From an optimization exercise on the open Yosys and OpenROAD flow, aimed at small area, a short achievable clock period and few clock cycles per item; shortcuts taken in it are not production practice. In this exercise RTL edits were held to simulation tests only and were not proved equivalent to the original. Power figures rest on the tool's default switching activity, not on a simulated workload.

### flow/config.mk
export PLATFORM = sky130hd
export DESIGN_NAME = stream_credit_flow_control
export DESIGN_NICKNAME = stream_credit_flow_control
export VERILOG_FILES = /design/flow/design.v
export SDC_FILE = /design/flow/constraint.sdc
export NUM_CORES = 4
export LEC_CHECK = 0
export CAP_MARGIN = 20
export CORE_MARGIN = 2
export CORE_UTILIZATION = 40
export SLEW_MARGIN = 20
### flow/constraint.sdc
create_clock -name core_clock -period 9.0 [get_ports {clk}]
set_input_delay 1.8000 -clock core_clock [delete_from_list [all_inputs] [get_ports {clk}]]
set_output_delay 1.8000 -clock core_clock [all_outputs]
set_load 0.01 [all_outputs]
### flow/design.v
package scfc_pkg;
  localparam int AMOUNT_W    = 32;
  localparam int PENDING_W   = 16;
  localparam int FRAME_W     = 16;
  localparam int CFG_IDX_W   = 2;
  localparam int QUEUE_DEPTH = 2;
  localparam int CMD_W       = 3 + AMOUNT_W;   
  localparam logic [AMOUNT_W-1:0]  MAX_WRITE_BYTES  = 32'd65535;
  localparam logic [FRAME_W-1:0]   FRAME_FLOOR      = 16'd2048;
  localparam logic [FRAME_W-1:0]   MAX_FRAME_RST    = 16'd16384;
  localparam logic [AMOUNT_W-1:0]  OUR_WINDOW_RST   = 32'd262144;
  localparam logic [AMOUNT_W-1:0]  PEER_WINDOW_RST  = 32'd262144;
  localparam logic [AMOUNT_W-1:0]  COUNT_MAX        = 32'hFFFF_FFFF;
  localparam logic [2:0]           REQ_TYPE_LAST    = 3'd6;
  typedef enum logic [2:0] {
    OP_WRITE      = 3'd0,
    OP_CONSUME    = 3'd1,
    OP_WIN_UPDATE = 3'd2,
    OP_SHUTDOWN   = 3'd3,
    OP_PEER_CLOSE = 3'd4,
    OP_RESET      = 3'd5,
    OP_CLOSE      = 3'd6
  } op_t;
  typedef enum logic [1:0] {
    MODE_OPEN     = 2'd0,
    MODE_HC_LOCAL = 2'd1,
    MODE_HC_REMOTE = 2'd2,
    MODE_CLOSED   = 2'd3
  } mode_t;
  typedef enum logic [1:0] {
    KIND_STATUS     = 2'd0,
    KIND_DATA       = 2'd1,
    KIND_WIN_UPDATE = 2'd2,
    KIND_CLOSE      = 2'd3
  } kind_t;
  typedef enum logic [2:0] {
    STAT_OK        = 3'd0,
    STAT_CLOSED    = 3'd1,
    STAT_WAIT      = 3'd2,
    STAT_BUSY      = 3'd3,
    STAT_ABORTED   = 3'd4,
    STAT_TOO_LONG  = 3'd5
  } status_t;
  typedef enum logic [CFG_IDX_W-1:0] {
    CFG_MAX_FRAME   = 2'd0,
    CFG_OUR_WINDOW  = 2'd1,
    CFG_PEER_WINDOW = 2'd2
  } cfg_idx_t;
  typedef enum logic {
    ST_IDLE  = 1'b0,
    ST_DRAIN = 1'b1
  } state_t;
  typedef struct packed {
    op_t                 op;
    logic [AMOUNT_W-1:0] amount;
  } cmd_t;
  typedef struct packed {
    kind_t               kind;
    logic [AMOUNT_W-1:0] length;
    status_t             status;
    logic                last;
    mode_t               mode;
  } result_t;
  typedef struct packed {
    logic valid;
    logic full;
  } q_stat_t;
  function automatic logic [AMOUNT_W-1:0] sat_add(input logic [AMOUNT_W-1:0] a,
                                                  input logic [AMOUNT_W-1:0] b);
    logic [AMOUNT_W:0] s;
    s = {1'b0, a} + {1'b0, b};
    sat_add = s[AMOUNT_W] ? COUNT_MAX : s[AMOUNT_W-1:0];
  endfunction
endpackage
module scfc_front
(
  input  logic              req_valid,
  output logic              req_ready,
  input  logic [2:0]        req_type,
  input  logic [31:0]       req_amount,
  input  scfc_pkg::q_stat_t q_stat,
  output logic              push,
  output scfc_pkg::cmd_t    push_cmd
);
  logic known;
  assign known     = (req_type <= scfc_pkg::REQ_TYPE_LAST);
  assign req_ready = !q_stat.full;
  assign push      = req_valid && !q_stat.full && known;
  always_comb begin
    push_cmd.op     = scfc_pkg::op_t'(req_type);
    push_cmd.amount = req_amount;
  end
endmodule
module scfc_queue
(
  input  logic              clk,
  input  logic              rst,
  input  logic              push,
  input  scfc_pkg::cmd_t    push_cmd,
  input  logic              pop,
  output scfc_pkg::q_stat_t q_stat,
  output scfc_pkg::cmd_t    pop_cmd
);
  localparam int PTR_W = (scfc_pkg::QUEUE_DEPTH > 1) ? $clog2(scfc_pkg::QUEUE_DEPTH) : 1;
  localparam int CNT_W = $clog2(scfc_pkg::QUEUE_DEPTH + 1);
  localparam logic [CNT_W-1:0] DEPTH_C = CNT_W'(scfc_pkg::QUEUE_DEPTH);
  localparam logic [PTR_W-1:0] LAST_P  = PTR_W'(scfc_pkg::QUEUE_DEPTH - 1);
  logic [scfc_pkg::CMD_W-1:0] entry [0:scfc_pkg::QUEUE_DEPTH-1];
  logic [PTR_W-1:0] wr_ptr;
  logic [PTR_W-1:0] rd_ptr;
  logic [CNT_W-1:0] count;
  assign q_stat.valid = (count != '0);
  assign q_stat.full  = (count == DEPTH_C);
  assign pop_cmd      = entry[rd_ptr];
  always_ff @(posedge clk) begin
    if (push) begin
      entry[wr_ptr] <= push_cmd;
    end
  end
  always_ff @(posedge clk) begin
    if (rst) begin
      wr_ptr <= '0;
      rd_ptr <= '0;
      count  <= '0;
    end else begin
      if (push) begin
        wr_ptr <= (wr_ptr == LAST_P) ? '0 : wr_ptr + 1'b1;
      end
      if (pop) begin
        rd_ptr <= (rd_ptr == LAST_P) ? '0 : rd_ptr + 1'b1;
      end
      case ({push, pop})
        2'b10:   count <= count + 1'b1;
        2'b01:   count <= count - 1'b1;
        default: count <= count;
      endcase
    end
  end
endmodule
module scfc_back
(
  input  logic              clk,
  input  logic              rst,
  input  logic              cfg_valid,
  output logic              cfg_ready,
  input  logic [1:0]        cfg_index,
  input  logic [31:0]       cfg_data,
  output logic              rsp_valid,
  input  logic              rsp_ready,
  output logic [1:0]        rsp_frame_kind,
  output logic [31:0]       rsp_frame_length,
  output logic [2:0]        rsp_status,
  output logic              rsp_last,
  output logic [1:0]        rsp_session_state,
  input  scfc_pkg::q_stat_t q_stat,
  input  scfc_pkg::cmd_t    q_cmd,
  output logic              pop
);
  logic [scfc_pkg::FRAME_W-1:0]  max_frame;
  logic [scfc_pkg::AMOUNT_W-1:0] our_window;
  scfc_pkg::state_t               state, state_next;
  scfc_pkg::mode_t                mode, mode_next;
  logic [scfc_pkg::AMOUNT_W-1:0]  credit, credit_next;
  logic [scfc_pkg::PENDING_W-1:0] pending, pending_next;
  logic [scfc_pkg::AMOUNT_W-1:0]  unacked, unacked_next;
  logic                 had, had_next;
  logic    o_valid;
  scfc_pkg::result_t o_res, o_res_next;
  logic    load;
  logic                 out_free;
  logic [scfc_pkg::FRAME_W-1:0]   lim;
  logic [scfc_pkg::PENDING_W-1:0] c_frame;
  logic [scfc_pkg::PENDING_W-1:0] chunk;
  logic [scfc_pkg::AMOUNT_W-1:0]  sum;
  logic                 aborted;
  scfc_pkg::status_t              abort_st;
  assign cfg_ready = 1'b1;
  assign out_free  = !o_valid || rsp_ready;
  assign lim     = (max_frame < scfc_pkg::FRAME_FLOOR) ? scfc_pkg::FRAME_FLOOR : max_frame;
  assign c_frame = (pending < lim) ? pending : lim;
  assign chunk   = (credit < {{(scfc_pkg::AMOUNT_W-scfc_pkg::PENDING_W){1'b0}}, c_frame})
                   ? credit[scfc_pkg::PENDING_W-1:0] : c_frame;
  assign sum      = scfc_pkg::sat_add(unacked, q_cmd.amount);
  assign aborted  = (pending != '0);
  assign abort_st = aborted ? scfc_pkg::STAT_ABORTED : scfc_pkg::STAT_OK;
  always_ff @(posedge clk) begin
    if (rst) begin
      state <= scfc_pkg::ST_IDLE;
    end else begin
      state <= state_next;
    end
  end
  always_comb begin
    state_next   = state;
    mode_next    = mode;
    credit_next  = credit;
    pending_next = pending;
    unacked_next = unacked;
    had_next     = had;
    pop          = 1'b0;
    load         = 1'b0;
    o_res_next.kind   = scfc_pkg::KIND_STATUS;
    o_res_next.length = '0;
    o_res_next.status = scfc_pkg::STAT_OK;
    o_res_next.last   = 1'b1;
    o_res_next.mode   = mode;
    unique case (state)
      scfc_pkg::ST_IDLE: begin
        if (q_stat.valid && out_free) begin
          pop = 1'b1;
          unique case (q_cmd.op)
            scfc_pkg::OP_WRITE: begin
              if (mode == scfc_pkg::MODE_CLOSED || mode == scfc_pkg::MODE_HC_LOCAL) begin
                load              = 1'b1;
                o_res_next.status = scfc_pkg::STAT_CLOSED;
              end else if (pending != '0) begin
                load              = 1'b1;
                o_res_next.status = scfc_pkg::STAT_BUSY;
              end else if (q_cmd.amount > scfc_pkg::MAX_WRITE_BYTES) begin
                load              = 1'b1;
                o_res_next.status = scfc_pkg::STAT_TOO_LONG;
              end else begin
                pending_next = q_cmd.amount[scfc_pkg::PENDING_W-1:0];
                had_next     = 1'b1;
                state_next   = scfc_pkg::ST_DRAIN;
              end
            end
            scfc_pkg::OP_CONSUME: begin
              load = 1'b1;
              if (sum >= (our_window >> 1)) begin
                o_res_next.kind   = scfc_pkg::KIND_WIN_UPDATE;
                o_res_next.length = sum;
                unacked_next      = '0;
              end else begin
                unacked_next = sum;
              end
            end
            scfc_pkg::OP_WIN_UPDATE: begin
              credit_next = scfc_pkg::sat_add(credit, q_cmd.amount);
              had_next    = aborted;
              state_next  = scfc_pkg::ST_DRAIN;
            end
            scfc_pkg::OP_SHUTDOWN: begin
              load = 1'b1;
              if (mode == scfc_pkg::MODE_OPEN) begin
                mode_next       = scfc_pkg::MODE_HC_LOCAL;
                o_res_next.kind = scfc_pkg::KIND_CLOSE;
                o_res_next.mode = scfc_pkg::MODE_HC_LOCAL;
              end else if (mode == scfc_pkg::MODE_HC_REMOTE) begin
                mode_next       = scfc_pkg::MODE_CLOSED;
                o_res_next.kind = scfc_pkg::KIND_CLOSE;
                o_res_next.mode = scfc_pkg::MODE_CLOSED;
              end else begin
                o_res_next.status = scfc_pkg::STAT_CLOSED;
              end
            end
            scfc_pkg::OP_PEER_CLOSE: begin
              load = 1'b1;
              if (mode == scfc_pkg::MODE_HC_LOCAL) begin
                mode_next       = scfc_pkg::MODE_CLOSED;
                o_res_next.mode = scfc_pkg::MODE_CLOSED;
              end else if (mode == scfc_pkg::MODE_OPEN) begin
                mode_next       = scfc_pkg::MODE_HC_REMOTE;
                o_res_next.mode = scfc_pkg::MODE_HC_REMOTE;
              end
            end
            scfc_pkg::OP_RESET: begin
              load              = 1'b1;
              pending_next      = '0;
              mode_next         = scfc_pkg::MODE_CLOSED;
              o_res_next.status = abort_st;
              o_res_next.mode   = scfc_pkg::MODE_CLOSED;
            end
            scfc_pkg::OP_CLOSE: begin
              load              = 1'b1;
              pending_next      = '0;
              mode_next         = scfc_pkg::MODE_CLOSED;
              o_res_next.status = abort_st;
              o_res_next.mode   = scfc_pkg::MODE_CLOSED;
              if (mode != scfc_pkg::MODE_CLOSED) begin
                o_res_next.kind = scfc_pkg::KIND_CLOSE;
              end
            end
            default: begin
              load = 1'b0;
            end
          endcase
        end
      end
      scfc_pkg::ST_DRAIN: begin
        if (out_free) begin
          load = 1'b1;
          if (pending != '0 && credit != '0) begin
            o_res_next.kind   = scfc_pkg::KIND_DATA;
            o_res_next.length = {{(scfc_pkg::AMOUNT_W-scfc_pkg::PENDING_W){1'b0}}, chunk};
            o_res_next.last   = 1'b0;
            credit_next       = credit - {{(scfc_pkg::AMOUNT_W-scfc_pkg::PENDING_W){1'b0}}, chunk};
            pending_next      = pending - chunk;
          end else begin
            o_res_next.status = (had && pending != '0) ? scfc_pkg::STAT_WAIT : scfc_pkg::STAT_OK;
            state_next        = scfc_pkg::ST_IDLE;
          end
        end
      end
      default: begin
        state_next = scfc_pkg::ST_IDLE;
      end
    endcase
  end
  always_ff @(posedge clk) begin
    if (rst) begin
      max_frame  <= scfc_pkg::MAX_FRAME_RST;
      our_window <= scfc_pkg::OUR_WINDOW_RST;
      mode       <= scfc_pkg::MODE_OPEN;
      credit     <= scfc_pkg::PEER_WINDOW_RST;
      pending    <= '0;
      unacked    <= '0;
      had        <= 1'b0;
    end else begin
      mode    <= mode_next;
      pending <= pending_next;
      unacked <= unacked_next;
      had     <= had_next;
      if (cfg_valid && cfg_index == scfc_pkg::CFG_PEER_WINDOW) begin
        credit <= cfg_data;
      end else begin
        credit <= credit_next;
      end
      if (cfg_valid) begin
        case (cfg_index)
          scfc_pkg::CFG_MAX_FRAME:   max_frame  <= cfg_data[scfc_pkg::FRAME_W-1:0];
          scfc_pkg::CFG_OUR_WINDOW:  our_window <= cfg_data;
          default:         max_frame  <= max_frame;
        endcase
      end
    end
  end
  always_ff @(posedge clk) begin
    if (rst) begin
      o_valid <= 1'b0;
    end else if (load) begin
      o_valid <= 1'b1;
    end else if (rsp_ready) begin
      o_valid <= 1'b0;
    end
  end
  always_ff @(posedge clk) begin
    if (load) begin
      o_res <= o_res_next;
    end
  end
  assign rsp_valid         = o_valid;
  assign rsp_frame_kind    = o_res.kind;
  assign rsp_frame_length  = o_res.length;
  assign rsp_status        = o_res.status;
  assign rsp_last          = o_res.last;
  assign rsp_session_state = o_res.mode;
endmodule
module stream_credit_flow_control
(
  input  logic        clk,
  input  logic        rst,
  input  logic        req_valid,
  output logic        req_ready,
  input  logic [2:0]  req_type,
  input  logic [31:0] req_amount,
  output logic        rsp_valid,
  input  logic        rsp_ready,
  output logic [1:0]  rsp_frame_kind,
  output logic [31:0] rsp_frame_length,
  output logic [2:0]  rsp_status,
  output logic        rsp_last,
  output logic [1:0]  rsp_session_state,
  input  logic        cfg_valid,
  output logic        cfg_ready,
  input  logic [1:0]  cfg_index,
  input  logic [31:0] cfg_data
);
  scfc_pkg::q_stat_t q_stat;
  logic    push;
  logic    pop;
  scfc_pkg::cmd_t    push_cmd;
  scfc_pkg::cmd_t    pop_cmd;
  scfc_front u_front (
    .req_valid  (req_valid),
    .req_ready  (req_ready),
    .req_type   (req_type),
    .req_amount (req_amount),
    .q_stat     (q_stat),
    .push       (push),
    .push_cmd   (push_cmd)
  );
  scfc_queue u_queue (
    .clk      (clk),
    .rst      (rst),
    .push     (push),
    .push_cmd (push_cmd),
    .pop      (pop),
    .q_stat   (q_stat),
    .pop_cmd  (pop_cmd)
  );
  scfc_back u_back (
    .clk               (clk),
    .rst               (rst),
    .cfg_valid         (cfg_valid),
    .cfg_ready         (cfg_ready),
    .cfg_index         (cfg_index),
    .cfg_data          (cfg_data),
    .rsp_valid         (rsp_valid),
    .rsp_ready         (rsp_ready),
    .rsp_frame_kind    (rsp_frame_kind),
    .rsp_frame_length  (rsp_frame_length),
    .rsp_status        (rsp_status),
    .rsp_last          (rsp_last),
    .rsp_session_state (rsp_session_state),
    .q_stat            (q_stat),
    .q_cmd             (pop_cmd),
    .pop               (pop)
  );
endmodule
### flow/run.sh
#!/bin/bash
# synth_recipe.tcl (not shown) runs the flow's synth.tcl, then flattens the netlist and writes it again
# the make line also repeats each setting of config.mk as NAME=value (left out here)
make -C /OpenROAD-flow-scripts/flow DESIGN_CONFIG=/design/flow/config.mk WORK_HOME=/design/flow/orfs CLKGATE_MAP_FILE= SYNTH_SCRIPT=/design/flow/synth_recipe.tcl finish
==> results.txt <==
- Derived from the worst setup path, the maximum achievable clock frequency is between 100 and 150 MHz.
- The largest net degree at the start of global routing is 80.
- The count of different cell masters after synthesis is 87.
- The first TritonRoute pass finished after 5 iterations.
- The number of global-route vias before repair was roughly 15000.
- Across the routed clock network, the largest skew measured is 0.02048 ns.
- The final number of max-transition violations is 0.
- After routing the design area is approximately 20000 um2.
- The first global-routing pass estimated ~90000 um of wire.
- The floorplan step set the die height to 210.8 um.
- The largest fanout of any net on the critical path is 15.
- The worst slack at placement is just under 0.7 ns.
- Setup slack on the worst reg-to-reg path comes out at about 0.73 ns.
- The layout overhead on the synthesized area is 16.67%.
- The count of buffers inserted at the top-level ports is 115.
- The kind of critical path is flop to flop.
- The deepest level of the CTS H-tree is 1.
- The first routing iteration left between 1000 and 1500 violations.
- Summing all placed instances gives a cell area of about 19000 um2.
- Leaving out filler cells and counting taps, the final layout contains 2685.
- The run finished with no timing, DRC or antenna violations.
- For this design the ratio of total power to cell area is around 400 nW/um2.
- In the final layout, the share of cells above drive strength 1 is under 10%.
- The worst setup path is captured at a flop.
- The design draws approximately 8 mW.
- After legalization and detailed placement, the total HPWL measured around 45000 um.
- The floorplan step defined a die boundary enclosing 44450 um2.
- The clock period minus final worst setup slack is 8.271 ns.
- The worst stage delay on the critical path is ~0.53 ns.
- The worst slew margin relative to its limit is about a third.
- The total overflow left after global routing is 0.
- Across every metal layer, demand over resource in global routing totals around a quarter.
- Setup repair after global routing left no endpoint under its margin.
- The count of nets left with antenna violations once routing finished came out at 0.
- Across the whole layout, storage elements account for between 6000 and 7000 um2.
- Counting the fill cells in the layout gives about 4100.
- The post-route DRC violation count is 0.
- The floorplan step defined a core boundary enclosing between 40000 and 50000 um2.
- The total I/O pin count is ~120.
- At the pin with the least slew margin, the transition time is just over 1 ns.
- The final total negative setup slack is 0 ns.
- The number of warnings issued by yosys is 3.
- Broken down by cell family, the worst path's largest delay share belongs to compound AO/OA/AOI/OAI gates.
- The effective utilization at floorplan is 40.70%.
- The insertion delay to the later sink of the worst-skew pair is between 0.5 and 0.6 ns.
- Sequential cells were found to cover between 30% and 40% of the synthesized design area.
- The congestion estimate from routability-driven global placement came to between 0.9 and 1.
- Counting tap cells, the placed design contains a total of ~2600 instances.
- The floorplan has between 70 and 80 rows.
- The total CTS buffers is 30.
- In the post-route analysis, the smallest setup slack over all paths is ~0.73 ns.
- Setup violations remaining at the end of the flow were counted as 0.
- In the final layout, the multi-input gates occupy ~10000 um2.
- The slowest stage of the critical path belongs to the cell sky130_fd_sc_hd__a2111oi_0.
- For this block, the via count after detailed routing is 15793.
- Clock-pin slew was measured on the worst setup and hold paths at ~0.060 ns.
- The detail-routed net length per standard cell is ~22 um.
- The most used flip-flop cell after synthesis is sky130_fd_sc_hd__dfxtp_1.
- Across the VDD grid, the largest voltage drop is 0.2472 mV.
- The type of element launching the critical path is a flop.
- Counting flops with a built-in enable in the synthesized netlist gives 110.
- The async set-or-reset flop fraction in the synthesized netlist is 0%.
- The final layout contains roughly 2300 nets.
- TritonCTS built the clock tree.
- The mean cell area of the mapped netlist is 8.429 um2.
- In the routed layout, each cell is associated on average with a via count of a little under 6.
- The number of antenna violations at the first check in global routing is 0.
- The final layout contains routed wiring with a total length of around 60000 um.
- The number of buffers on the longest clock path is 3.
- At the worst endpoint, the arrival time is between 8 and 9 ns.
- Dividing the final minimum period by the clock period gives approximately 90%.
- The number of nets produced by synthesis is 2240.
- At the worst endpoint, the required time is around 9.5 ns.
- Clock tree synthesis found a total of roughly 250 sinks.
- For this design the static power due to leakage is approximately 7.8 nW.
- The buffers plus inverters on the worst setup path is 4.
- The path type of the worst min-delay path is flop to flop.
- The overall die width is 210.8 um.
- The final number of hold-violating endpoints is 0.
- The master cell of the clock root buffer is sky130_fd_sc_hd__clkbuf_16.
- The netlist area before placement is about 17000 um2.
- The flop and latch count out of synthesis is 247.
- The number of cells produced by synthesis is 2030.
- The number of maximum-capacitance violations is 0.
-- final cells by class --
| type | instances | area share, % |
|---|---|---|
| clock inverters | 16 | 0.8085 |
| multi-input cells | 1563 | 51.53 |
| diodes | 1 | 0.01253 |
| flip-flops and latches | 247 | 30.30 |
| inverters | 122 | 2.294 |
| well taps | 539 | 3.378 |
| clock buffers | 40 | 4.149 |
| repair buffers | 157 | 7.533 |
-- layout by cell type, fill, tap and decap left out, types with 10 or more instances in the layout --
cell,count
sky130_fd_sc_hd__or2_2,10
sky130_fd_sc_hd__a22oi_1,11
sky130_fd_sc_hd__nor4_1,22
sky130_fd_sc_hd__mux2_2,43
sky130_fd_sc_hd__and2_1,14
sky130_fd_sc_hd__nand4_1,11
sky130_fd_sc_hd__o21ai_0,122
sky130_fd_sc_hd__inv_1,121
sky130_fd_sc_hd__o21a_1,21
sky130_fd_sc_hd__nor2b_1,17
sky130_fd_sc_hd__or3_1,12
sky130_fd_sc_hd__edfxtp_1,110
sky130_fd_sc_hd__a211oi_1,28
sky130_fd_sc_hd__nand2_1,254
sky130_fd_sc_hd__o211ai_1,18
sky130_fd_sc_hd__nand3_1,40
sky130_fd_sc_hd__and3_1,12
sky130_fd_sc_hd__a21o_1,45
sky130_fd_sc_hd__xor2_1,36
sky130_fd_sc_hd__nor3_1,43
sky130_fd_sc_hd__nand2b_1,20
sky130_fd_sc_hd__a31oi_1,32
sky130_fd_sc_hd__a21oi_1,161
sky130_fd_sc_hd__ha_1,134
sky130_fd_sc_hd__buf_4,41
sky130_fd_sc_hd__clkdlybuf4s50_1,114
sky130_fd_sc_hd__nor2_1,171
sky130_fd_sc_hd__o21bai_1,11
sky130_fd_sc_hd__dfxtp_1,135
sky130_fd_sc_hd__xnor2_1,67
sky130_fd_sc_hd__clkbuf_16,30
sky130_fd_sc_hd__o22ai_1,28
sky130_fd_sc_hd__mux2i_1,14
-- cells by family after synthesis --
logic type	share of synthesized area, %
other cells	0.02192
compound gates	22.48
flops	35.33
fa+ha+maj	10.76
simple gates	17.37
mux	3.861
xor+xnor	5.272
buf+inv	4.906
-- final timing paths --
check,startpoint,endpoint,depth (start not counted)
setup / recovery,u_back.max_frame[12],u_back.pending[13],33
hold / removal,u_back.our_window[12],u_back.our_window[12],2
setup reg to reg,u_back.max_frame[12],u_back.pending[13],33
hold reg to reg,u_back.our_window[12],u_back.our_window[12],2
-- Yosys cell counts, drive strengths merged (7+ instances only) --
cell type	count	area (um2)
mux2	45	510.5
or3	12	75.07
nand3	40	200.2
nand2b	20	125.1
o22ai	29	187.7
o211ai	18	135.1
o21a	21	157.7
and3	12	75.07
and2	15	93.84
ha	134	1677
nor2	174	653.1
clkbuf	83	311.6
a21oi	164	824.5
a221oi	7	61.31
nor3	43	215.2
nand4	11	68.82
o221ai	8	70.07
xor2	36	315.3
or2	10	62.56
o21ai	131	655.6
mux2i	15	150.1
xnor2	67	586.8
edfxtp	110	3303
buf	15	70.07
a21o	46	345.3
a31o	7	61.31
a31oi	34	212.7
nor2b	17	106.4
a22oi	11	82.58
dfxtp	137	2743
o31ai	8	60.06
a311oi	11	108.9
o21bai	11	82.58
inv	122	457.9
a211oi	29	222.7
maj3	12	123.9
nor4	22	137.6
a21boi	7	52.55
nand2	255	957.2
-- tightest hold or removal path, stage by stage, from the launching register on --
cell and delay [ns]:
sky130_fd_sc_hd__dfxtp_1 0.31, sky130_fd_sc_hd__nand2_1 0.05, sky130_fd_sc_hd__a21oi_1 0.05
-- sequential cells by signal (all words and copies together), names as in the netlist, 2 cells and up, named ones only --
name	count
u_queue.entry	70
u_back.o_res	40
u_back.credit	32
u_back.unacked	32
u_back.our_window	31
u_back.max_frame	16
u_back.pending	16
u_back.mode	2
u_queue.count	2
-- power by group --
group | switching (mW) | internal, mW
combinational | 3.03 | 2.03
clock | 0.514 | 0.705
sequential | 0.260 | 1.45
-- timing repair --
item	4_1_cts	5_1_grt
endpoints found under the setup margin	0	27
buffers inserted	0	1
hold buffers	0	0
resized for setup	0	3
endpoints found under the hold margin	0	0
-- metrics by stage --
stage / util, % / hold slack [ns]
floorplan: - / 0.4315
global placement: 44.96 / 0.4416
detailed placement: 44.96 / 0.4463
CTS: 47.32 / 0.4543
global route: 47.48 / 0.4817
finish: 47.49 / 0.4533
-- layer usage --
layer  track usage, %  wire length (um)
met1            33.21             24470
met2            43.64             27460
met3            5.501              4491
met4            14.45              3690
met5                0                 0
Testbench counts, summed over its fixed seeds: cycles 10,054, items 3,200.

## afterwards: timing with drivers on the ports
The results above use ideal ports. As a check the final layout listed here was re-extracted and re-timed, cells and wires unchanged. Step 1: set_driving_cell puts a clkbuf_16 on clk and a buf_2 on each other input, an assumption about the parent block. Step 2 also shifts input and output timing later by t, the mid clock arrival at the registers, as if the neighbouring blocks saw the same clock. a / b / c = ideal ports / drivers / drivers and shift; a / b = the first two.
shift t [ns]: 0.639
setup slack, ns: 0.729 / 0.729 / 0.729
worst setup path at the end: register to register
After both steps this run still meets setup and hold. The setup slack of this run moves by 0.000 ns with the drivers and by 0.000 ns with both steps.
